What follows belongs to an exercise in optimizing a design on an open flow for small area, a short achievable clock period and few clock cycles; a production flow would make more cautious choices. Only simulation tests tie the RTL to the original design; equivalence was not proved. Power is estimated from default activity; no workload was simulated.

==> inputs of job 5867 <==
Design rv_core, start of the top module:
module rv_core #(
    parameter logic [rv_pkg::addr_w-1:0] reset_pc = '0
) (
    input  logic                      clk,
    input  logic                      rst_n,
    output logic [rv_pkg::addr_w-1:0] icache_addr,
    input  logic [31:0]               icache_rdata,
    input  logic                      icache_stall,
    output logic                      dcache_ren,
    output logic                      dcache_wen,
    output logic [rv_pkg::addr_w-1:0] dcache_addr,
    output logic [31:0]               dcache_wdata,
    input  logic [31:0]               dcache_rdata,
    input  logic                      dcache_stall
);
clock: 7.5 ns
lec_check: 0
cap_margin: 20
core_margin: 2
core_utilization: 50
cts_cluster_diameter: 80
cts_cluster_size: 20
place_density: 0.6
setup_slack_margin: 4.7
slew_margin: 20
standard.sh (not shown) runs the stock make flow with config.mk's settings and CLKGATE_MAP_FILE= SYNTH_SCRIPT=/design/flow/synth_recipe.tcl, a recipe that flattens the netlist after the stock synthesis.
==> flow/flow/run.sh <==
#!/bin/bash
# standard layout, with the port buffers and timing repair free to pick any
# buffer and drive strength (not only the same cell footprint)
set -euo pipefail
bash standard.sh MATCH_CELL_FOOTPRINT=0 "BUFFER_PORTS_ARGS=-buffer_cell sky130_fd_sc_hd__buf_2" finish > make_finish.log 2>&1
==> inputs of job 1627, as changes to job 5867 <==
--- a/flow/design.v
+++ b/flow/design.v
@@ -28,12 +28,10 @@
     input  logic        we,
     input  logic [4:0]  wa,
     input  logic [31:0] wd,
     input  logic [4:0]  n_ra,       
     input  logic [4:0]  n_rb,
-    input  logic        n_xa,       
-    input  logic        n_xb,
     output logic [31:0] qa,
     output logic [31:0] qb
 );
     logic [31:0] regs [1:31];
     logic [31:1] vld;
@@ -54,12 +52,12 @@
             if (wdec[i]) regs[i] <= wd;
         end
     end
     always_ff @(posedge clk) begin
         for (int i = 1; i < 32; i++) begin
-            sa[i] <= n_ra == 5'(i) && (vld[i] || wdec[i]) && !n_xa;
-            sb[i] <= n_rb == 5'(i) && (vld[i] || wdec[i]) && !n_xb;
+            sa[i] <= n_ra == 5'(i) && (vld[i] || wdec[i]);
+            sb[i] <= n_rb == 5'(i) && (vld[i] || wdec[i]);
         end
     end
     always_comb begin
         qa = '0;
         qb = '0;
@@ -169,32 +167,24 @@
     always_ff @(posedge clk) begin
         d_lu <= !lu && is_ld && rd != 5'd0 &&
                 ((f_use1 && f_ins[19:15] == rd) || (f_r && f_ins[24:20] == rd));
     end
     assign lu = d_lu && d_v;
-    logic [4:0] n_ra, n_rb;
-    logic       fa_n, fb_n, ba_n, bb_n;
-    assign n_ra = lu ? rs1 : f_ins[19:15];
-    assign n_rb = lu ? rs2 : f_ins[24:20];
-    assign fa_n = !lu && wr && rd == f_ins[19:15];
-    assign fb_n = !lu && wr && rd == f_ins[24:20];
-    assign ba_n = e_wr && e_rd == n_ra;
-    assign bb_n = e_wr && e_rd == n_rb;
     rv_regfile u_regfile (
         .clk, .rst_n, .we(m_wr), .wa(m_rd), .wd(m_res),
-        .n_ra(n_ra), .n_rb(n_rb), .n_xa(fa_n || ba_n), .n_xb(fb_n || bb_n),
+        .n_ra(lu ? rs1 : f_ins[19:15]), .n_rb(lu ? rs2 : f_ins[24:20]),
         .qa(rf_a), .qb(rf_b)
     );
     logic d_fa, d_fb, d_ba, d_bb;
     always_ff @(posedge clk) begin
-        d_fa <= fa_n;
-        d_fb <= fb_n;
-        d_ba <= ba_n && !fa_n;
-        d_bb <= bb_n && !fb_n;
-    end
-    assign qa = rf_a | ({32{d_ba}} & m_res);
-    assign qb = rf_b | ({32{d_bb}} & m_res);
+        d_fa <= !lu && wr && rd == f_ins[19:15];
+        d_fb <= !lu && wr && rd == f_ins[24:20];
+        d_ba <= e_wr && e_rd == (lu ? rs1 : f_ins[19:15]);
+        d_bb <= e_wr && e_rd == (lu ? rs2 : f_ins[24:20]);
+    end
+    assign qa = d_ba ? m_res : rf_a;
+    assign qb = d_bb ? m_res : rf_b;
     assign fa = d_fa;
     assign fb = d_fb && is_r;
     always_ff @(posedge clk or negedge rst_n) begin
         if (!rst_n) begin
             e_v  <= 1'b0;
@@ -208,14 +198,14 @@
             e_st <= is_st && !lu && !m_hold;
         end
     end
     always_ff @(posedge clk) begin
         e_rd     <= rd;
-        e_a      <= ({32{fa}} & alu) | qa;
+        e_a      <= fa ? alu : qa;
         e_bx     <= ({32{fb && !sub}} & alu) | ({32{fb && sub}} & ~alu)
-                  | ({32{!d_fb && is_r && !sub}} & qb) | ({32{!d_fb && is_r && sub}} & ~qb)
-                  | ({32{!is_r}} & ({{20{imm[11]}}, imm} ^ {32{sub}}));
+                  | ({32{!fb && is_r && !sub}} & qb) | ({32{!fb && is_r && sub}} & ~qb)
+                  | ({32{!fb && !is_r}} & ({{20{imm[11]}}, imm} ^ {32{sub}}));
         e_sd     <= qb;
         e_sr1    <= (is_i && f3 == 3'b001) ? 4'b0 : 4'b1 << d_ins[21:20];
         e_sl1    <= (is_i && f3 == 3'b001) ? 4'b1 << d_ins[21:20] : 4'b0;
         e_sh4    <= 8'b1 << d_ins[24:22];
         e_fsd    <= d_fb;
--- a/flow/config.mk
+++ b/flow/config.mk
@@ -6,10 +6,11 @@
 export NUM_CORES = 8
 export LEC_CHECK = 0
 export CAP_MARGIN = 20
 export CORE_MARGIN = 2
 export CORE_UTILIZATION = 50
-export CTS_CLUSTER_DIAMETER = 80
-export CTS_CLUSTER_SIZE = 20
+export CTS_CLUSTER_DIAMETER = 100
+export CTS_CLUSTER_SIZE = 25
 export PLACE_DENSITY = 0.6
-export SETUP_SLACK_MARGIN = 4.7
+export SETUP_SLACK_MARGIN = 4.5
 export SLEW_MARGIN = 20
+export TNS_END_PERCENT = 0
==> summary of the runs <==
In flip-flop and latch count, job 1627 and job 5867 do not differ. Final cell count: job 5867 is lower than job 1627 (1.0%). Against job 1627, the count of clock-buffer cells in the layout of job 5867 is higher by 16. In sequential power, job 5867 and job 1627 hardly differ. Of job 1627 and job 5867, job 1627 has the higher sequential share of layout area (gap 2.6 points). Of job 1627 and job 5867, job 5867 has the higher non-clock buffer count (gap 197). Between job 5867 and job 1627, the lower via count is in job 1627 (gap about 2.6%, measured against job 1627). In job 5867 the register-to-register slack is higher than in job 1627, by 0.42 ns. In job 1627 the die area is higher than in job 5867, by about 0.4%.
==> figures <==
quantity                                                                           job 5867                     job 1627
Run status                                                                   finished clean               finished clean
Finished Layout Cells                                                                  6267                         6330
Sequential standard cell area                                                    38760 um^2                   38610 um^2
Resize count post-CTS                                                                   287                           55
Combinational share of power                                                          0.065                        0.034
Pin count of the biggest net entering global routing                                     60                           71
XOR/XNOR Fraction of Synth Area                                                     0.02083                      0.01986
Worst flop-to-flop path startpoint                                 u_regfile.sa[18]$_DFF_P_     u_regfile.sa[23]$_DFF_P_
Minimum period implied by the final worst setup slack                              2.962 ns                     3.385 ns
Endpoint of the worst hold path                                            m_ld$_DFFE_PN0N_  u_regfile.vld[29]$_DFF_PN0_
Maximum vdd ir drop                                                             0.0001726 V                  0.0001835 V
Multi-input gates                                                                      2622                         2802
Internal power                                                                     10590 uW                     10070 uW
Number of global-route vias before repair                                             46630                        45960
GR Util met1                                                                         0.5591                       0.5574
Layout-to-synthesis area ratio                                                      1.1523x                      1.0925x
Arrival time at the worst endpoint                                                  3.58 ns                      3.98 ns
Cell area after layout                                                           68810 um^2                   65510 um^2
Worst hold margin                                                                 0.4584 ns                    0.4642 ns
Number of antenna violations at the first check in global routing                        20                           15
Testbench counts of job 5867, summed over its fixed seeds: cycles 14,420.
Testbench counts of job 1627, summed over its fixed seeds: cycles 14,420.


==> build 81: inputs <==
==> flow/design.v <==
package rv_pkg;
    localparam int xlen      = 32;
    localparam int addr_w    = 30;  
    localparam int reg_idx_w = 5;
    localparam logic [31:0] nop_instr = 32'h0000_0013;
    localparam logic [6:0] op_r_type = 7'b0110011;
    localparam logic [6:0] op_i_type = 7'b0010011;
    localparam logic [6:0] op_load   = 7'b0000011;
    localparam logic [6:0] op_store  = 7'b0100011;
    localparam logic [3:0] alu_nop = 4'd0;  
    localparam logic [3:0] alu_add = 4'd1;
    localparam logic [3:0] alu_sub = 4'd2;
    localparam logic [3:0] alu_and = 4'd3;
    localparam logic [3:0] alu_or  = 4'd4;
    localparam logic [3:0] alu_xor = 4'd5;
    localparam logic [3:0] alu_sll = 4'd6;
    localparam logic [3:0] alu_srl = 4'd7;
    localparam logic [3:0] alu_sra = 4'd8;
    localparam logic [3:0] alu_slt = 4'd9;
    localparam logic [1:0] fwd_none = 2'd0;  
    localparam logic [1:0] fwd_mem  = 2'd1;  
    localparam logic [1:0] fwd_wb   = 2'd2;  
endpackage
`timescale 1ns/1ps
module rv_regfile (
    input  logic        clk,
    input  logic        rst_n,
    input  logic        we,
    input  logic        hold,       
    input  logic        n_we,       
    input  logic [4:0]  n_wa,
    input  logic [31:0] wd,
    input  logic [4:0]  n_ra,       
    input  logic [4:0]  n_rb,
    output logic [31:0] qa,
    output logic [31:0] qb
);
    logic [31:0] regs [1:31];
    logic [31:1] vld;
    logic [31:1] wdec;
    logic [31:1] sa, sb;
    logic [31:1] wdec_r;
    logic        wgo;
    always_ff @(posedge clk) begin
        for (int i = 1; i < 32; i++) wdec_r[i] <= n_we && n_wa == 5'(i);
    end
    assign wgo  = we && !hold;
    assign wdec = wdec_r & {31{we}};
    always_ff @(posedge clk or negedge rst_n) begin
        if (!rst_n) begin
            vld <= '0;
        end else begin
            vld <= vld | (wdec_r & {31{wgo}});
        end
    end
    always_ff @(posedge clk) begin
        for (int i = 1; i < 32; i++) begin
            if (wdec_r[i] && wgo) regs[i] <= wd;
        end
    end
    always_ff @(posedge clk) begin
        for (int i = 1; i < 32; i++) begin
            sa[i] <= n_ra == 5'(i) && (vld[i] || wdec[i]);
            sb[i] <= n_rb == 5'(i) && (vld[i] || wdec[i]);
        end
    end
    always_comb begin
        qa = '0;
        qb = '0;
        for (int i = 1; i < 32; i++) begin
            qa = qa | ({32{sa[i]}} & regs[i]);
            qb = qb | ({32{sb[i]}} & regs[i]);
        end
    end
endmodule
`timescale 1ns/1ps
module rv_core #(
    parameter logic [rv_pkg::addr_w-1:0] reset_pc = '0
) (
    input  logic                      clk,
    input  logic                      rst_n,
    output logic [rv_pkg::addr_w-1:0] icache_addr,
    input  logic [31:0]               icache_rdata,
    input  logic                      icache_stall,
    output logic                      dcache_ren,
    output logic                      dcache_wen,
    output logic [rv_pkg::addr_w-1:0] dcache_addr,
    output logic [31:0]               dcache_wdata,
    input  logic [31:0]               dcache_rdata,
    input  logic                      dcache_stall
);
    logic [29:0] pc;
    logic        d_v;
    logic [31:0] d_ins;
    logic        e_v, e_wr, e_ld, e_st;
    logic [4:0]  e_rd;
    logic [31:0] e_a, e_bx, e_sd;
    logic        e_fsd;
    logic [3:0]  e_sr1;     
    logic [3:0]  e_sl1;     
    logic [7:0]  e_sh4;     
    logic        c_add, c_sub, c_slt, c_t01, c_t10, c_t11, c_sll, c_sr, c_sra;
    logic        m_wr, m_ld, m_st;
    logic [4:0]  m_rd;
    logic [31:0] m_alu, m_sd;
    logic        replay, lu;
    logic [31:0] m_res, ld_data;
    assign icache_addr = pc;
    logic [31:0] f_ins;
    assign f_ins = {icache_rdata[7:0], icache_rdata[15:8],
                    icache_rdata[23:16], icache_rdata[31:24]};
    assign replay      = (m_ld | m_st) & dcache_stall;
    logic       r_rep;
    logic [2:0] r_cnt;
    logic       adv;
    assign adv = !lu && !icache_stall;
    logic [3:0]  pc_lo;
    logic [26:0] pc_hi_m1;
    logic [29:0] pc_dec;
    assign pc_lo    = {1'b0, pc[2:0]} - {1'b0, r_cnt};
    assign pc_hi_m1 = pc[29:3] - 27'd1;
    assign pc_dec   = {pc_lo[3] ? pc_hi_m1 : pc[29:3], pc_lo[2:0]};
    always_ff @(posedge clk or negedge rst_n) begin
        if (!rst_n) begin
            pc    <= reset_pc;
            d_v   <= 1'b0;
            r_rep <= 1'b0;
        end else begin
            r_rep <= replay;
            if (r_rep)    pc <= pc_dec;
            else if (adv) pc <= pc + 30'd1;
            if (replay || r_rep) d_v <= 1'b0;
            else if (!lu)        d_v <= !icache_stall;
        end
    end
    always_ff @(posedge clk) begin
        r_cnt <= 3'd1 + {2'd0, d_v} + {2'd0, e_v} + {2'd0, adv};
    end
    always_ff @(posedge clk) begin
        if (!lu) begin
            d_ins <= {icache_rdata[7:0], icache_rdata[15:8],
                      icache_rdata[23:16], icache_rdata[31:24]};
        end
    end
    logic [6:0]  opcode;
    logic [2:0]  f3;
    logic [4:0]  rs1, rs2, rd;
    logic        is_r, is_i, is_ld, is_st, uses_rs1, wr;
    logic [31:0] rf_a, rf_b, qa, qb;
    logic [11:0] imm;
    logic        sub, fa, fb;
    logic [31:0] alu;
    assign opcode = d_ins[6:0];
    assign f3     = d_ins[14:12];
    assign rs1    = d_ins[19:15];
    assign rs2    = d_ins[24:20];
    assign rd     = d_ins[11:7];
    assign is_r     = d_v && opcode == rv_pkg::op_r_type;
    assign is_i     = d_v && opcode == rv_pkg::op_i_type;
    assign is_ld    = d_v && opcode == rv_pkg::op_load;
    assign is_st    = d_v && opcode == rv_pkg::op_store;
    assign uses_rs1 = is_r | is_i | is_ld | is_st;
    assign wr       = (is_r | is_i | is_ld) && rd != 5'd0;
    assign imm = is_st ? {d_ins[31:25], d_ins[11:7]} : d_ins[31:20];
    assign sub = (is_r && f3 == 3'b000 && d_ins[30]) || ((is_r || is_i) && f3 == 3'b010);
    logic       d_lu;
    logic [6:0] f_op;
    logic       f_r, f_use1;
    assign f_op   = f_ins[6:0];
    assign f_r    = f_op == rv_pkg::op_r_type;
    assign f_use1 = f_r || f_op == rv_pkg::op_i_type || f_op == rv_pkg::op_load ||
                    f_op == rv_pkg::op_store;
    always_ff @(posedge clk) begin
        d_lu <= !lu && is_ld && rd != 5'd0 &&
                ((f_use1 && f_ins[19:15] == rd) || (f_r && f_ins[24:20] == rd));
    end
    assign lu = d_lu && d_v;
    rv_regfile u_regfile (
        .clk, .rst_n, .we(m_wr), .hold(m_ld && dcache_stall), .n_we(e_wr), .n_wa(e_rd),
        .wd(m_res),
        .n_ra(lu ? rs1 : f_ins[19:15]), .n_rb(lu ? rs2 : f_ins[24:20]),
        .qa(rf_a), .qb(rf_b)
    );
    logic d_fa, d_fb, d_ba, d_bb;
    always_ff @(posedge clk) begin
        d_fa <= !lu && wr && rd == f_ins[19:15];
        d_fb <= !lu && wr && rd == f_ins[24:20];
        d_ba <= e_wr && e_rd == (lu ? rs1 : f_ins[19:15]);
        d_bb <= e_wr && e_rd == (lu ? rs2 : f_ins[24:20]);
    end
    assign qa = d_ba ? m_res : rf_a;
    assign qb = d_bb ? m_res : rf_b;
    assign fa = d_fa;
    assign fb = d_fb && is_r;
    always_ff @(posedge clk or negedge rst_n) begin
        if (!rst_n) begin
            e_v  <= 1'b0;
            e_wr <= 1'b0;
            e_ld <= 1'b0;
            e_st <= 1'b0;
        end else begin
            e_v  <= d_v   && !lu && !replay;
            e_wr <= wr    && !lu && !replay;
            e_ld <= is_ld && !lu && !replay;
            e_st <= is_st && !lu && !replay;
        end
    end
    always_ff @(posedge clk) begin
        e_rd     <= rd;
        e_a      <= fa ? alu : qa;
        e_bx     <= ({32{fb && !sub}} & alu) | ({32{fb && sub}} & ~alu)
                  | ({32{!fb && is_r && !sub}} & qb) | ({32{!fb && is_r && sub}} & ~qb)
                  | ({32{!fb && !is_r}} & ({{20{imm[11]}}, imm} ^ {32{sub}}));
        e_sd     <= qb;
        e_sr1    <= (is_i && f3 == 3'b001) ? 4'b0 : 4'b1 << d_ins[21:20];
        e_sl1    <= (is_i && f3 == 3'b001) ? 4'b1 << d_ins[21:20] : 4'b0;
        e_sh4    <= 8'b1 << d_ins[24:22];
        e_fsd    <= d_fb;
        c_add    <= is_ld || is_st || ((is_r || is_i) && f3 == 3'b000);
        c_sub    <= sub;
        c_slt    <= (is_r || is_i) && f3 == 3'b010;
        c_t01    <= (is_r || is_i) && (f3 == 3'b100 || f3 == 3'b110);
        c_t10    <= (is_r || is_i) && (f3 == 3'b100 || f3 == 3'b110);
        c_t11    <= (is_r || is_i) && (f3 == 3'b110 || f3 == 3'b111);
        c_sll    <= is_i && f3 == 3'b001;
        c_sr     <= is_i && f3 == 3'b101;
        c_sra    <= d_ins[30];
    end
    logic [31:0] a, bx, sum, sd, sh_t, shr, shl;
    logic        fill;
    logic        lt;
    assign a   = e_a;
    assign bx  = e_bx;
    assign sd  = e_fsd ? m_res : e_sd;    
    logic [32:0] sum33;
    assign sum33 = {a, 1'b1} + {bx, c_sub};    
    assign sum   = sum33[32:1];
    assign lt  = (a[31] ^ bx[31] ^ c_sub) ? a[31] : sum[31];
    assign fill = c_sra & c_sr & a[31];
    always_comb begin
        for (int i = 0; i < 32; i++) begin
            sh_t[i] = 1'b0;
            for (int j = 0; j < 4; j++)
                sh_t[i] = sh_t[i] | (e_sr1[j] & (i + j < 32 ? a[(i + j) % 32] : fill))
                                  | (e_sl1[j] & (i + j < 32 ? a[(63 - i - j) % 32] : 1'b0));
        end
        for (int i = 0; i < 32; i++) begin
            shr[i] = 1'b0;
            for (int k = 0; k < 8; k++)
                shr[i] = shr[i] | (e_sh4[k] & (i + 4 * k < 32 ? sh_t[(i + 4 * k) % 32] : fill));
        end
    end
    always_comb begin
        for (int i = 0; i < 32; i++) shl[i] = shr[31-i];
    end
    assign alu = ({32{c_add}} & sum)
               | {31'd0, c_slt & lt}
               | ({32{c_t01}} & ~a & bx)
               | ({32{c_t10}} & a & ~bx)
               | ({32{c_t11}} & a & bx)
               | ({32{c_sll}} & shl)
               | ({32{c_sr}}  & shr);
    always_ff @(posedge clk or negedge rst_n) begin
        if (!rst_n) begin
            m_wr <= 1'b0;
            m_ld <= 1'b0;
            m_st <= 1'b0;
        end else begin
            m_wr <= e_wr && !replay;
            m_ld <= e_ld && !replay;
            m_st <= e_st && !replay;
        end
    end
    always_ff @(posedge clk) begin
        m_rd  <= e_rd;
        m_alu <= alu;
        m_sd  <= sd;
    end
    assign dcache_ren   = m_ld;
    assign dcache_wen   = m_st;
    assign dcache_addr  = m_alu[31:2];
    assign dcache_wdata = {m_sd[7:0], m_sd[15:8], m_sd[23:16], m_sd[31:24]};
    assign ld_data      = {dcache_rdata[7:0], dcache_rdata[15:8],
                           dcache_rdata[23:16], dcache_rdata[31:24]};
    assign m_res        = m_ld ? ld_data : m_alu;
endmodule
==> flow/flow/run.sh <==
#!/bin/bash
# standard layout, with the port buffers and timing repair free to pick any
# buffer and drive strength (not only the same cell footprint)
set -euo pipefail
bash standard.sh MATCH_CELL_FOOTPRINT=0 "BUFFER_PORTS_ARGS=-buffer_cell sky130_fd_sc_hd__buf_2" finish > make_finish.log 2>&1
==> flow/standard.sh <==
#!/bin/bash
# synth_recipe.tcl (not shown) runs the flow's synth.tcl, then flattens the netlist and writes it again
# the make line also repeats each setting of config.mk as NAME=value (left out here)
make -C /OpenROAD-flow-scripts/flow DESIGN_CONFIG=/design/flow/config.mk WORK_HOME=/design/flow/orfs CLKGATE_MAP_FILE= SYNTH_SCRIPT=/design/flow/synth_recipe.tcl "${@:-finish}"
==> flow/config.mk <==
export PLATFORM = sky130hd
export DESIGN_NAME = rv_core
export DESIGN_NICKNAME = rv_core
export VERILOG_FILES = /design/flow/design.v
export SDC_FILE = /design/flow/constraint.sdc
export NUM_CORES = 8
export LEC_CHECK = 0
export CAP_MARGIN = 20
export CORE_MARGIN = 2
export CORE_UTILIZATION = 55
export CTS_CLUSTER_DIAMETER = 100
export CTS_CLUSTER_SIZE = 25
export PLACE_DENSITY = 0.65
export SETUP_SLACK_MARGIN = 4.5
export SLEW_MARGIN = 20
==> flow/constraint.sdc <==
create_clock -name core_clock -period 7.5 [get_ports {clk}]
set_input_delay 1.5000 -clock core_clock [delete_from_list [all_inputs] [get_ports {clk}]]
set_output_delay 1.5000 -clock core_clock [all_outputs]
set_load 0.01 [all_outputs]
==> trial 10: changes against build 81 <==
--- a/flow/design.v
+++ b/flow/design.v
@@ -26,9 +26,7 @@
     input  logic        clk,
     input  logic        rst_n,
     input  logic        we,
-    input  logic        hold,       
-    input  logic        n_we,       
-    input  logic [4:0]  n_wa,
+    input  logic [4:0]  wa,
     input  logic [31:0] wd,
     input  logic [4:0]  n_ra,       
     input  logic [4:0]  n_rb,
@@ -39,23 +37,19 @@
     logic [31:1] vld;
     logic [31:1] wdec;
     logic [31:1] sa, sb;
-    logic [31:1] wdec_r;
-    logic        wgo;
-    always_ff @(posedge clk) begin
-        for (int i = 1; i < 32; i++) wdec_r[i] <= n_we && n_wa == 5'(i);
-    end
-    assign wgo  = we && !hold;
-    assign wdec = wdec_r & {31{we}};
+    always_comb begin
+        for (int i = 1; i < 32; i++) wdec[i] = we && wa == 5'(i);
+    end
     always_ff @(posedge clk or negedge rst_n) begin
         if (!rst_n) begin
             vld <= '0;
         end else begin
-            vld <= vld | (wdec_r & {31{wgo}});
+            vld <= vld | wdec;
         end
     end
     always_ff @(posedge clk) begin
         for (int i = 1; i < 32; i++) begin
-            if (wdec_r[i] && wgo) regs[i] <= wd;
+            if (wdec[i]) regs[i] <= wd;
         end
     end
     always_ff @(posedge clk) begin
@@ -103,17 +97,17 @@
     logic        m_wr, m_ld, m_st;
     logic [4:0]  m_rd;
     logic [31:0] m_alu, m_sd;
-    logic        replay, lu;
+    logic        m_hold, lu;
     logic [31:0] m_res, ld_data;
     assign icache_addr = pc;
     logic [31:0] f_ins;
     assign f_ins = {icache_rdata[7:0], icache_rdata[15:8],
                     icache_rdata[23:16], icache_rdata[31:24]};
-    assign replay      = (m_ld | m_st) & dcache_stall;
+    assign m_hold      = (m_ld | m_st) & dcache_stall;
     logic       r_rep;
     logic [2:0] r_cnt;
     logic       adv;
-    assign adv = !lu && !icache_stall;
+    assign adv = !lu && !icache_stall && !m_hold;
     logic [3:0]  pc_lo;
     logic [26:0] pc_hi_m1;
     logic [29:0] pc_dec;
@@ -126,15 +120,15 @@
             d_v   <= 1'b0;
             r_rep <= 1'b0;
         end else begin
-            r_rep <= replay;
+            r_rep <= m_hold;
             if (r_rep)    pc <= pc_dec;
             else if (adv) pc <= pc + 30'd1;
-            if (replay || r_rep) d_v <= 1'b0;
+            if (m_hold || r_rep) d_v <= 1'b0;
             else if (!lu)        d_v <= !icache_stall;
         end
     end
     always_ff @(posedge clk) begin
-        r_cnt <= 3'd1 + {2'd0, d_v} + {2'd0, e_v} + {2'd0, adv};
+        r_cnt <= {2'd0, d_v} + {2'd0, e_v};
     end
     always_ff @(posedge clk) begin
         if (!lu) begin
@@ -176,8 +170,7 @@
     end
     assign lu = d_lu && d_v;
     rv_regfile u_regfile (
-        .clk, .rst_n, .we(m_wr), .hold(m_ld && dcache_stall), .n_we(e_wr), .n_wa(e_rd),
-        .wd(m_res),
+        .clk, .rst_n, .we(m_wr), .wa(m_rd), .wd(m_res),
         .n_ra(lu ? rs1 : f_ins[19:15]), .n_rb(lu ? rs2 : f_ins[24:20]),
         .qa(rf_a), .qb(rf_b)
     );
@@ -199,10 +192,10 @@
             e_ld <= 1'b0;
             e_st <= 1'b0;
         end else begin
-            e_v  <= d_v   && !lu && !replay;
-            e_wr <= wr    && !lu && !replay;
-            e_ld <= is_ld && !lu && !replay;
-            e_st <= is_st && !lu && !replay;
+            e_v  <= d_v   && !lu && !m_hold;
+            e_wr <= wr    && !lu && !m_hold;
+            e_ld <= is_ld && !lu && !m_hold;
+            e_st <= is_st && !lu && !m_hold;
         end
     end
     always_ff @(posedge clk) begin
@@ -265,16 +258,18 @@
             m_wr <= 1'b0;
             m_ld <= 1'b0;
             m_st <= 1'b0;
-        end else begin
-            m_wr <= e_wr && !replay;
-            m_ld <= e_ld && !replay;
-            m_st <= e_st && !replay;
-        end
-    end
-    always_ff @(posedge clk) begin
-        m_rd  <= e_rd;
-        m_alu <= alu;
-        m_sd  <= sd;
+        end else if (!m_hold) begin
+            m_wr <= e_wr;
+            m_ld <= e_ld;
+            m_st <= e_st;
+        end
+    end
+    always_ff @(posedge clk) begin
+        if (!m_hold) begin
+            m_rd  <= e_rd;
+            m_alu <= alu;
+            m_sd  <= sd;
+        end
     end
     assign dcache_ren   = m_ld;
     assign dcache_wen   = m_st;
--- a/flow/config.mk
+++ b/flow/config.mk
@@ -7,9 +7,9 @@
 export LEC_CHECK = 0
 export CAP_MARGIN = 20
 export CORE_MARGIN = 2
-export CORE_UTILIZATION = 55
+export CORE_UTILIZATION = 50
 export CTS_CLUSTER_DIAMETER = 100
 export CTS_CLUSTER_SIZE = 25
-export PLACE_DENSITY = 0.65
+export PLACE_DENSITY = 0.6
 export SETUP_SLACK_MARGIN = 4.5
 export SLEW_MARGIN = 20
==> build 62: changes against build 81 <==
--- a/flow/design.v
+++ b/flow/design.v
@@ -27,49 +27,39 @@
     input  logic        rst_n,
     input  logic        we,
     input  logic        hold,       
-    input  logic        n_we,       
-    input  logic [4:0]  n_wa,
+    input  logic [4:0]  wa,
     input  logic [31:0] wd,
-    input  logic [4:0]  n_ra,       
-    input  logic [4:0]  n_rb,
+    input  logic [3:0]  ra_lo,     
+    input  logic [7:0]  ra_hi,
+    input  logic [3:0]  rb_lo,
+    input  logic [7:0]  rb_hi,
     output logic [31:0] qa,
     output logic [31:0] qb
 );
     logic [31:0] regs [1:31];
     logic [31:1] vld;
-    logic [31:1] wdec;
-    logic [31:1] sa, sb;
-    logic [31:1] wdec_r;
-    logic        wgo;
-    always_ff @(posedge clk) begin
-        for (int i = 1; i < 32; i++) wdec_r[i] <= n_we && n_wa == 5'(i);
-    end
-    assign wgo  = we && !hold;
-    assign wdec = wdec_r & {31{we}};
+    logic [31:1] wsel;
+    always_comb begin
+        for (int i = 1; i < 32; i++) wsel[i] = we && wa == 5'(i) && !hold;
+    end
     always_ff @(posedge clk or negedge rst_n) begin
         if (!rst_n) begin
             vld <= '0;
         end else begin
-            vld <= vld | (wdec_r & {31{wgo}});
+            vld <= vld | wsel;
         end
     end
     always_ff @(posedge clk) begin
         for (int i = 1; i < 32; i++) begin
-            if (wdec_r[i] && wgo) regs[i] <= wd;
-        end
-    end
-    always_ff @(posedge clk) begin
-        for (int i = 1; i < 32; i++) begin
-            sa[i] <= n_ra == 5'(i) && (vld[i] || wdec[i]);
-            sb[i] <= n_rb == 5'(i) && (vld[i] || wdec[i]);
+            if (wsel[i]) regs[i] <= wd;
         end
     end
     always_comb begin
         qa = '0;
         qb = '0;
         for (int i = 1; i < 32; i++) begin
-            qa = qa | ({32{sa[i]}} & regs[i]);
-            qb = qb | ({32{sb[i]}} & regs[i]);
+            qa = qa | ({32{ra_lo[i % 4] && ra_hi[i / 4] && vld[i]}} & regs[i]);
+            qb = qb | ({32{rb_lo[i % 4] && rb_hi[i / 4] && vld[i]}} & regs[i]);
         end
     end
 endmodule
@@ -92,12 +82,13 @@
     logic [29:0] pc;
     logic        d_v;
     logic [31:0] d_ins;
+    logic [3:0]  d_a_lo, d_b_lo;
+    logic [7:0]  d_a_hi, d_b_hi;
     logic        e_v, e_wr, e_ld, e_st;
     logic [4:0]  e_rd;
     logic [31:0] e_a, e_bx, e_sd;
     logic        e_fsd;
-    logic [3:0]  e_sr1;     
-    logic [3:0]  e_sl1;     
+    logic [3:0]  e_sh1;     
     logic [7:0]  e_sh4;     
     logic        c_add, c_sub, c_slt, c_t01, c_t10, c_t11, c_sll, c_sr, c_sra;
     logic        m_wr, m_ld, m_st;
@@ -140,6 +131,10 @@
         if (!lu) begin
             d_ins <= {icache_rdata[7:0], icache_rdata[15:8],
                       icache_rdata[23:16], icache_rdata[31:24]};
+            d_a_lo <= 4'b1 << f_ins[16:15];
+            d_a_hi <= 8'b1 << f_ins[19:17];
+            d_b_lo <= 4'b1 << f_ins[21:20];
+            d_b_hi <= 8'b1 << f_ins[24:22];
         end
     end
     logic [6:0]  opcode;
@@ -163,35 +158,17 @@
     assign wr       = (is_r | is_i | is_ld) && rd != 5'd0;
     assign imm = is_st ? {d_ins[31:25], d_ins[11:7]} : d_ins[31:20];
     assign sub = (is_r && f3 == 3'b000 && d_ins[30]) || ((is_r || is_i) && f3 == 3'b010);
-    logic       d_lu;
-    logic [6:0] f_op;
-    logic       f_r, f_use1;
-    assign f_op   = f_ins[6:0];
-    assign f_r    = f_op == rv_pkg::op_r_type;
-    assign f_use1 = f_r || f_op == rv_pkg::op_i_type || f_op == rv_pkg::op_load ||
-                    f_op == rv_pkg::op_store;
-    always_ff @(posedge clk) begin
-        d_lu <= !lu && is_ld && rd != 5'd0 &&
-                ((f_use1 && f_ins[19:15] == rd) || (f_r && f_ins[24:20] == rd));
-    end
-    assign lu = d_lu && d_v;
+    assign lu = e_wr && e_ld &&
+                ((uses_rs1 && e_rd == rs1) || (is_r && e_rd == rs2));
     rv_regfile u_regfile (
-        .clk, .rst_n, .we(m_wr), .hold(m_ld && dcache_stall), .n_we(e_wr), .n_wa(e_rd),
-        .wd(m_res),
-        .n_ra(lu ? rs1 : f_ins[19:15]), .n_rb(lu ? rs2 : f_ins[24:20]),
+        .clk, .rst_n, .we(m_wr), .hold(m_ld && dcache_stall), .wa(m_rd), .wd(m_res),
+        .ra_lo(d_a_lo), .ra_hi(d_a_hi), .rb_lo(d_b_lo), .rb_hi(d_b_hi),
         .qa(rf_a), .qb(rf_b)
     );
-    logic d_fa, d_fb, d_ba, d_bb;
-    always_ff @(posedge clk) begin
-        d_fa <= !lu && wr && rd == f_ins[19:15];
-        d_fb <= !lu && wr && rd == f_ins[24:20];
-        d_ba <= e_wr && e_rd == (lu ? rs1 : f_ins[19:15]);
-        d_bb <= e_wr && e_rd == (lu ? rs2 : f_ins[24:20]);
-    end
-    assign qa = d_ba ? m_res : rf_a;
-    assign qb = d_bb ? m_res : rf_b;
-    assign fa = d_fa;
-    assign fb = d_fb && is_r;
+    assign qa = (m_wr && m_rd == rs1) ? m_res : rf_a;
+    assign qb = (m_wr && m_rd == rs2) ? m_res : rf_b;
+    assign fa = e_wr && e_rd == rs1;
+    assign fb = e_wr && e_rd == rs2 && is_r;
     always_ff @(posedge clk or negedge rst_n) begin
         if (!rst_n) begin
             e_v  <= 1'b0;
@@ -208,14 +185,11 @@
     always_ff @(posedge clk) begin
         e_rd     <= rd;
         e_a      <= fa ? alu : qa;
-        e_bx     <= ({32{fb && !sub}} & alu) | ({32{fb && sub}} & ~alu)
-                  | ({32{!fb && is_r && !sub}} & qb) | ({32{!fb && is_r && sub}} & ~qb)
-                  | ({32{!fb && !is_r}} & ({{20{imm[11]}}, imm} ^ {32{sub}}));
+        e_bx     <= (fb ? alu : is_r ? qb : {{20{imm[11]}}, imm}) ^ {32{sub}};
         e_sd     <= qb;
-        e_sr1    <= (is_i && f3 == 3'b001) ? 4'b0 : 4'b1 << d_ins[21:20];
-        e_sl1    <= (is_i && f3 == 3'b001) ? 4'b1 << d_ins[21:20] : 4'b0;
+        e_sh1    <= 4'b1 << d_ins[21:20];
         e_sh4    <= 8'b1 << d_ins[24:22];
-        e_fsd    <= d_fb;
+        e_fsd    <= e_wr && e_rd == rs2;
         c_add    <= is_ld || is_st || ((is_r || is_i) && f3 == 3'b000);
         c_sub    <= sub;
         c_slt    <= (is_r || is_i) && f3 == 3'b010;
@@ -226,7 +200,7 @@
         c_sr     <= is_i && f3 == 3'b101;
         c_sra    <= d_ins[30];
     end
-    logic [31:0] a, bx, sum, sd, sh_t, shr, shl;
+    logic [31:0] a, bx, sum, sd, sh_in, sh_t, shr, shl;
     logic        fill;
     logic        lt;
     assign a   = e_a;
@@ -236,13 +210,15 @@
     assign sum33 = {a, 1'b1} + {bx, c_sub};    
     assign sum   = sum33[32:1];
     assign lt  = (a[31] ^ bx[31] ^ c_sub) ? a[31] : sum[31];
+    always_comb begin
+        for (int i = 0; i < 32; i++) sh_in[i] = c_sll ? a[31-i] : a[i];
+    end
     assign fill = c_sra & c_sr & a[31];
     always_comb begin
         for (int i = 0; i < 32; i++) begin
             sh_t[i] = 1'b0;
             for (int j = 0; j < 4; j++)
-                sh_t[i] = sh_t[i] | (e_sr1[j] & (i + j < 32 ? a[(i + j) % 32] : fill))
-                                  | (e_sl1[j] & (i + j < 32 ? a[(63 - i - j) % 32] : 1'b0));
+                sh_t[i] = sh_t[i] | (e_sh1[j] & (i + j < 32 ? sh_in[(i + j) % 32] : fill));
         end
         for (int i = 0; i < 32; i++) begin
             shr[i] = 1'b0;
==> flow/run.sh (new file) <==
#!/bin/bash
# synth_recipe.tcl (not shown) runs the flow's synth.tcl, then flattens the netlist and writes it again
# the make line also repeats each setting of config.mk as NAME=value (left out here)
make -C /OpenROAD-flow-scripts/flow DESIGN_CONFIG=/design/flow/config.mk WORK_HOME=/design/flow/orfs CLKGATE_MAP_FILE= SYNTH_SCRIPT=/design/flow/synth_recipe.tcl finish
--- a/flow/config.mk
+++ b/flow/config.mk
@@ -7,9 +7,7 @@
 export LEC_CHECK = 0
 export CAP_MARGIN = 20
 export CORE_MARGIN = 2
-export CORE_UTILIZATION = 55
-export CTS_CLUSTER_DIAMETER = 100
-export CTS_CLUSTER_SIZE = 25
-export PLACE_DENSITY = 0.65
+export CORE_UTILIZATION = 60
+export PLACE_DENSITY = 0.7
 export SETUP_SLACK_MARGIN = 4.5
 export SLEW_MARGIN = 20
removed: flow/flow/run.sh
removed: flow/standard.sh
==> comparison table <==
Antenna cell count: build 81 12; build 62 27; trial 10 11
Clk sinks: build 81 1385; build 62 1312; trial 10 1358
Critical Path RT: build 81 8.13 ns; build 62 8.19 ns; trial 10 8.09 ns
Footprint of the flip-flops and latches: build 81 38600 µm²; build 62 37200 µm²; trial 10 38700 µm²
Distinct cell type count of the synthesized netlist: build 81 76; build 62 85; trial 10 87
WP depth: build 81 7; build 62 11; trial 10 7
Share of synthesized area occupied by flip-flops and latches: build 81 0.637; build 62 0.634; trial 10 0.642
Final estimated routing congestion in global placement: build 81 0.995; build 62 1.01; trial 10 0.998
Clock power share: build 81 0.316; build 62 0.439; trial 10 0.330
Register share of the cell area: build 81 0.582; build 62 0.531; trial 10 0.580
Number of standard-cell rows in the floorplan: build 81 121; build 62 114; trial 10 127
Shortest period the worst path allows: build 81 3.16 ns; build 62 3.20 ns; trial 10 3.20 ns
Area share of the largest cell type after synthesis: build 81 0.511; build 62 0.538; trial 10 0.547
Depth of the worst hold-timing path: build 81 1; build 62 0; trial 10 2
Vias in the first global route: build 81 46900; build 62 47900; trial 10 46800
First-pass GRT wire length: build 81 373000 µm; build 62 366000 µm; trial 10 382000 µm
Flop2flop setup slack: build 81 4.34 ns; build 62 4.30 ns; trial 10 4.30 ns
Sequential cell count: build 81 1385; build 62 1312; trial 10 1358
Status: build 81 timing/DRC/antenna clean; build 62 timing/DRC/antenna clean; trial 10 timing/DRC/antenna clean
Met3 Usage GRT: build 81 0.204; build 62 0.297; trial 10 0.186
Worst setup margin: build 81 4.34 ns; build 62 4.30 ns; trial 10 4.30 ns
Dpl cell area: build 81 62600 µm²; build 62 61500 µm²; trial 10 62800 µm²
Testbench counts of build 81, summed over its fixed seeds: cycles 14,420.
Testbench counts of trial 10, summed over its fixed seeds: cycles 14,420.
Testbench counts of build 62, summed over its fixed seeds: cycles 14,420.

==> port drivers added, routing unchanged <==
In the flow no input, the clock included, has a driving cell. The finished layouts below were timed again as built, in two steps. Step 1 (the two cells are an assumption about what drives the block):
set clk [get_ports {clk}]
set_driving_cell -lib_cell sky130_fd_sc_hd__clkbuf_16 $clk
set_driving_cell -lib_cell sky130_fd_sc_hd__buf_2 [delete_from_list [all_inputs] $clk]
Step 2 also shifts input and output timing later by t, the mid clock arrival at the registers, as if the neighbouring blocks saw the same clock. Slacks: ideal / step 1 / step 2; pairs: ideal / step 1.
| run | shift t [ns] | setup WS [ns] | worst setup path after step 2 | latest minus earliest clock arrival (ns) | worst slew at a driven data input, ns |
|---|---|---|---|---|---|
| job 5867 | 0.792 | 4.538 / 4.521 / 3.885 | input to register | 0.034 / 0.035 | 0.08 |
| job 1627 | 0.762 | 4.115 / 4.115 / 3.706 | input to register | 0.048 / 0.048 | 0.07 |
| build 81 | 0.838 | 4.340 / 4.340 / 3.678 | input to register | 0.052 / 0.052 | 0.08 |
| trial 10 | 0.773 | 4.297 / 4.297 / 3.795 | input to register | 0.036 / 0.036 | 0.10 |
| build 62 | 0.831 | 4.302 / 4.302 / 3.596 | input to register | 0.037 / 0.036 | 0.07 |
After both steps every run listed still meets setup and hold. For build 62, which loses most, drivers alone change the setup slack by 0.000 ns; drivers and shift together by -0.706 ns.
